Source: an optimization exercise on an open RTL-to-GDS flow (aim: small area, a short achievable clock period and few clock cycles per item). Production flows keep margins and buffers that such runs may drop. Function was checked by simulation only, so behaviour that the tests miss may differ from the original. No activity file was given, so power comes from the tool's default toggle rates.

## sdram_cache
module sdram_cache (
    input  wire                               ui_clk,
    input  wire                               arst_n,
    input  wire                               calib_done,
    input  wire [28-1:0] sd_addr,
    input  wire                               sd_cs,
    input  wire                               sd_l,
    input  wire                               sd_u,
    input  wire                               sd_we,
    input  wire [15:0]      sd_wr,
    input  wire                               sd_big_r,
    output wire  [15:0]                       sd_rd,     
    output wire  [47:0]                       sd_rd48,   
    output wire                               sd_ready,
    output wire  [28-1:0]  app_addr,
    output wire  [2:0]   app_cmd,
    output wire                               app_en,
    output wire  [16*8-1:0] app_wdf_data,
    output wire                               app_wdf_wren,
    input  wire                               app_rdy,
    input  wire                               app_wdf_rdy,
    input  wire [16*8-1:0] app_rd_data,
    input  wire                               app_rd_data_valid
);
Settings: LEC_CHECK=0, CAP_MARGIN=20, CORE_MARGIN=2, CORE_UTILIZATION=40, PLACE_DENSITY=0.55, SETUP_SLACK_MARGIN=4, SLEW_MARGIN=20; clock period 10.0 ns.
standard.sh (not shown) runs the stock make flow with config.mk's settings and CLKGATE_MAP_FILE= SYNTH_SCRIPT=/design/flow/synth_recipe.tcl, a recipe that flattens the netlist after the stock synthesis.
==> flow/flow/run.sh <==
#!/bin/bash
# The standard layout (the standard.sh, all ORFS steps unchanged), with two
# options passed to ORFS: every port still gets its own buffer, but a buf_2
# rather than the delay cell buffer_ports picks by default, and clock tree
# synthesis adds no dummy loads.
set -euo pipefail
export BUFFER_PORTS_ARGS="-buffer_cell sky130_fd_sc_hd__buf_2"
export CTS_ARGS="-sink_clustering_enable -repair_clock_nets -dont_use_dummy_load"
bash standard.sh > standard.log 2>&1
The baseline ran to the end with no violations.
Testbench counts at the start, summed over its fixed seeds: cycles 31,795, requests 16,000.
Rerun with:
--- a/flow/design.v
+++ b/flow/design.v
@@ -35,20 +35,17 @@
     logic [NE-1:0]  pfu;         
     logic           rdy_q;       
     logic           busy;        
     logic           pend_wr;     
     logic [TW-1:0]  r_tag;
     logic [3:0]     r_off;
     logic           r_we, r_l, r_u, r_big, r_needA, r_needB;
     logic [15:0]    r_wr;
-    logic [NE-1:0]  selAg [4];
-    logic [NE-1:0]  selBg [2];
-    wire  [NE-1:0]  selA = selAg[0] | selAg[1] | selAg[2] | selAg[3];
-    wire  [NE-1:0]  selB = selBg[0] | selBg[1];
+    logic [NE-1:0]  selA, selB;  
     logic [NE-1:0]  q0, q1;
     logic [1:0]     qn;
     logic           en_q, rd_cmd_q, wren_q, wb_pend;
     logic [TW-1:0]  addr_q;
     logic [NE-1:0]  vict;        
     logic [15:0] wA, wB;
     logic [7:0]  wbyte [16];
     logic        cpu_wr;
@@ -69,22 +66,19 @@
     wire [3:0]    off    = sd_addr[3:0];
     wire [TW-1:0] cA     = rdy_q ? sd_addr[27:4] : r_tag;   
     wire [TW-1:0] cB     = cA + 1'b1;    
     wire          needA  = busy ? r_needA :
                            (sd_l | (sd_u & (off != 4'd15)) | (rdbig & (off <= 4'd13)));
     wire          needB  = busy ? r_needB :
                            ((sd_u & (off == 4'd15)) | (rdbig & (off >= 4'd9)));
     wire          look   = accept || busy;
-    wire [3:0]    aoff   = busy ? r_off : off;
-    wire [3:0]    use_ag = {aoff >= 4'd5, aoff <= 4'd11 && aoff >= 4'd1, aoff <= 4'd7, aoff <= 4'd3};
-    wire [1:0]    use_bg = {aoff >= 4'd13, aoff >= 4'd9};
     wire          fill_v   = app_rd_data_valid && (qn != 2'd0);
     wire [NE-1:0] fill_e   = fill_v ? q0 : '0;
-    wire          fill_ok  = !(wren_q && ((q0 & selAg[0]) != '0)) && !cpu_wr;
+    wire          fill_ok  = !(wren_q && ((q0 & selA) != '0)) && !cpu_wr;
     wire [NE-1:0] fill_now = fill_ok ? fill_e : '0;
     wire [NE-1:0] have     = valid | fill_now;
     logic [NE-1:0] mA, mB;
     always_comb begin
         for (int e = 0; e < NE; e++) begin
             logic [TW-1:0] d;
             d     = tag[e] ^ cA;
             mA[e] = (d == '0);
@@ -114,18 +108,17 @@
     wire [NE-1:0] c2 = first1(cbase & ~c1);
     wire          c1_dirty = |(c1 & valid & dirty);
     wire          c2_dirty = |(c2 & valid & dirty);
     wire          c1_hit   = |(c1 & hits);
     wire [NE-1:0] dvict    = c1_hit ? c2 : c1;
     wire          dvict_dirty = c1_hit ? c2_dirty : c1_dirty;
     wire [NE-1:0] pvict    = first1(cclean);
     wire          port_free = !en_q && !wren_q && (qn != 2'd2);
-    wire          pf_busy   = busy && needA && !lostA && !lostB && !(|hA) && !nextin;
-    wire          d_issue   = look && (lostA || lostB || pf_busy) && port_free && (dvict != '0);
+    wire          d_issue   = look && (lostA || lostB) && port_free && (dvict != '0);
     wire          p_issue   = done && pfhit && !nextin && port_free &&
                               (pvict != '0) && !(|(pvict & (hA | hB)));
     wire          issue     = d_issue || p_issue;
     wire [NE-1:0] ivict     = d_issue ? dvict : pvict;
     wire [TW-1:0] itag      = lostA ? cA : cB;    
     wire [NE-1:0] touch_all = touch | (issue ? ivict : '0);
     wire          ref_full  = &(ref_b | pend | touch);
     always_ff @(posedge ui_clk or negedge arst_n) begin
@@ -202,20 +195,20 @@
             r_l     <= sd_l;
             r_u     <= sd_u;
             r_big   <= rdbig;
             r_wr    <= sd_wr;
             r_needA <= needA;
             r_needB <= needB;
         end
         if (done) begin
-            for (int g = 0; g < 4; g++) selAg[g] <= use_ag[g] ? hA : '0;
-            for (int g = 0; g < 2; g++) selBg[g] <= use_bg[g] ? hB : '0;
+            selA <= hA;
+            selB <= hB;
         end else if (d_issue && dvict_dirty) begin
-            for (int g = 0; g < 4; g++) selAg[g] <= dvict;   
+            selA <= dvict;   
         end
         if (issue) begin
             if (qn == 2'd0 || (qn == 2'd1 && fill_v)) q0 <= ivict;
             else                                       q1 <= ivict;
         end
         if (fill_v && !(issue && qn == 2'd1)) q0 <= q1;
         if (fill_v && issue && qn == 2'd2) q1 <= ivict;
         if (issue) begin
@@ -227,31 +220,29 @@
             rd_cmd_q <= 1'b0;
         end
     end
     always_ff @(posedge ui_clk) begin
         for (int e = 0; e < NE; e++) begin
             if (rd_taken && vict[e]) tag[e] <= addr_q;
             for (int p = 0; p < 16; p++) begin
                 if (fill_now[e] ||
-                    (pend_wr && ((selAg[p/4][e] && wA[p]) || (selBg[0][e] && wB[p]))))
+                    (pend_wr && ((selA[e] && wA[p]) || (selB[e] && wB[p]))))
                     data[e][p*8 +: 8] <= wbyte[p];
             end
         end
     end
     logic [127:0] lineA;
     logic [55:0]  lineB;
     always_comb begin
         lineA = '0;
         lineB = '0;
         for (int e = 0; e < NE; e++) begin
-            for (int g = 0; g < 4; g++)
-                lineA[g*32 +: 32] = lineA[g*32 +: 32] | ({32{selAg[g][e]}} & data[e][g*32 +: 32]);
-            lineB[31:0]  = lineB[31:0]  | ({32{selBg[0][e]}} & data[e][31:0]);
-            lineB[55:32] = lineB[55:32] | ({24{selBg[1][e]}} & data[e][55:32]);
+            lineA = lineA | ({128{selA[e]}} & data[e]);
+            lineB = lineB | ({56{selB[e]}} & data[e][55:0]);
         end
     end
     wire [183:0] s0 = {lineB, lineA};
     wire [119:0] s1 = r_off[3] ? s0[183:64] : s0[119:0];
     wire [87:0]  s2 = r_off[2] ? s1[119:32] : s1[87:0];
     wire [71:0]  s3 = r_off[1] ? s2[87:16]  : s2[71:0];
     wire [63:0]  s4 = r_off[0] ? s3[71:8]   : s3[63:0];
     wire [7:0] lanes = {{6{r_big}}, r_u, r_l};
What happened:
- setup slack gets better by 0.046 ns
- maximum frequency rose by about 0.8%
- final cell count fell by 3.3%
- non-clock buffer count fell by 21
- synthesized cell count fell by about 3.6%
- clock skew fell by 0.0099 ns
- via count stays flat
- die area fell by 2.2%
- combinational power rose by about 7%
- count of clock-buffer cells in the layout fell by 2
- routed wire length rose by about 5%
- critical path depth stays the same
- register-to-register slack gets better by 0.12 ns
Testbench counts after the change, summed over its fixed seeds: cycles 33,412, requests 16,000.

port drivers added, routing unchanged:
In the flow no input, the clock included, has a driving cell. The finished layouts below were timed again as built, in two steps.
Step 1 (the two cells are an assumption about what drives the block):
set clk [get_ports {ui_clk}]
set_driving_cell -lib_cell sky130_fd_sc_hd__clkbuf_16 $clk
set_driving_cell -lib_cell sky130_fd_sc_hd__buf_2 [delete_from_list [all_inputs] $clk]
Step 2 times the ports against the registers' clock, not the clock port: input delays grow and output delays shrink by t, the midpoint of the rising clock arrivals with the driver on.
Three values: no drivers, after step 1, after step 2; two values: the first two.
| run | t (ns) | setup slack, ns | worst setup path at the end | latest minus earliest clock arrival (ns) |
|---|---|---|---|---|
| the first run | 0.871 | 3.879 / 3.790 / 3.227 | input to register | 0.097 / 0.097 |
| the second run | 0.897 | 3.926 / 3.833 / 3.208 | input to register | 0.089 / 0.088 |
After both steps setup and hold are still met in every run listed. For the second run, which loses most, drivers alone change the setup slack by -0.093 ns; drivers and shift together by -0.718 ns.
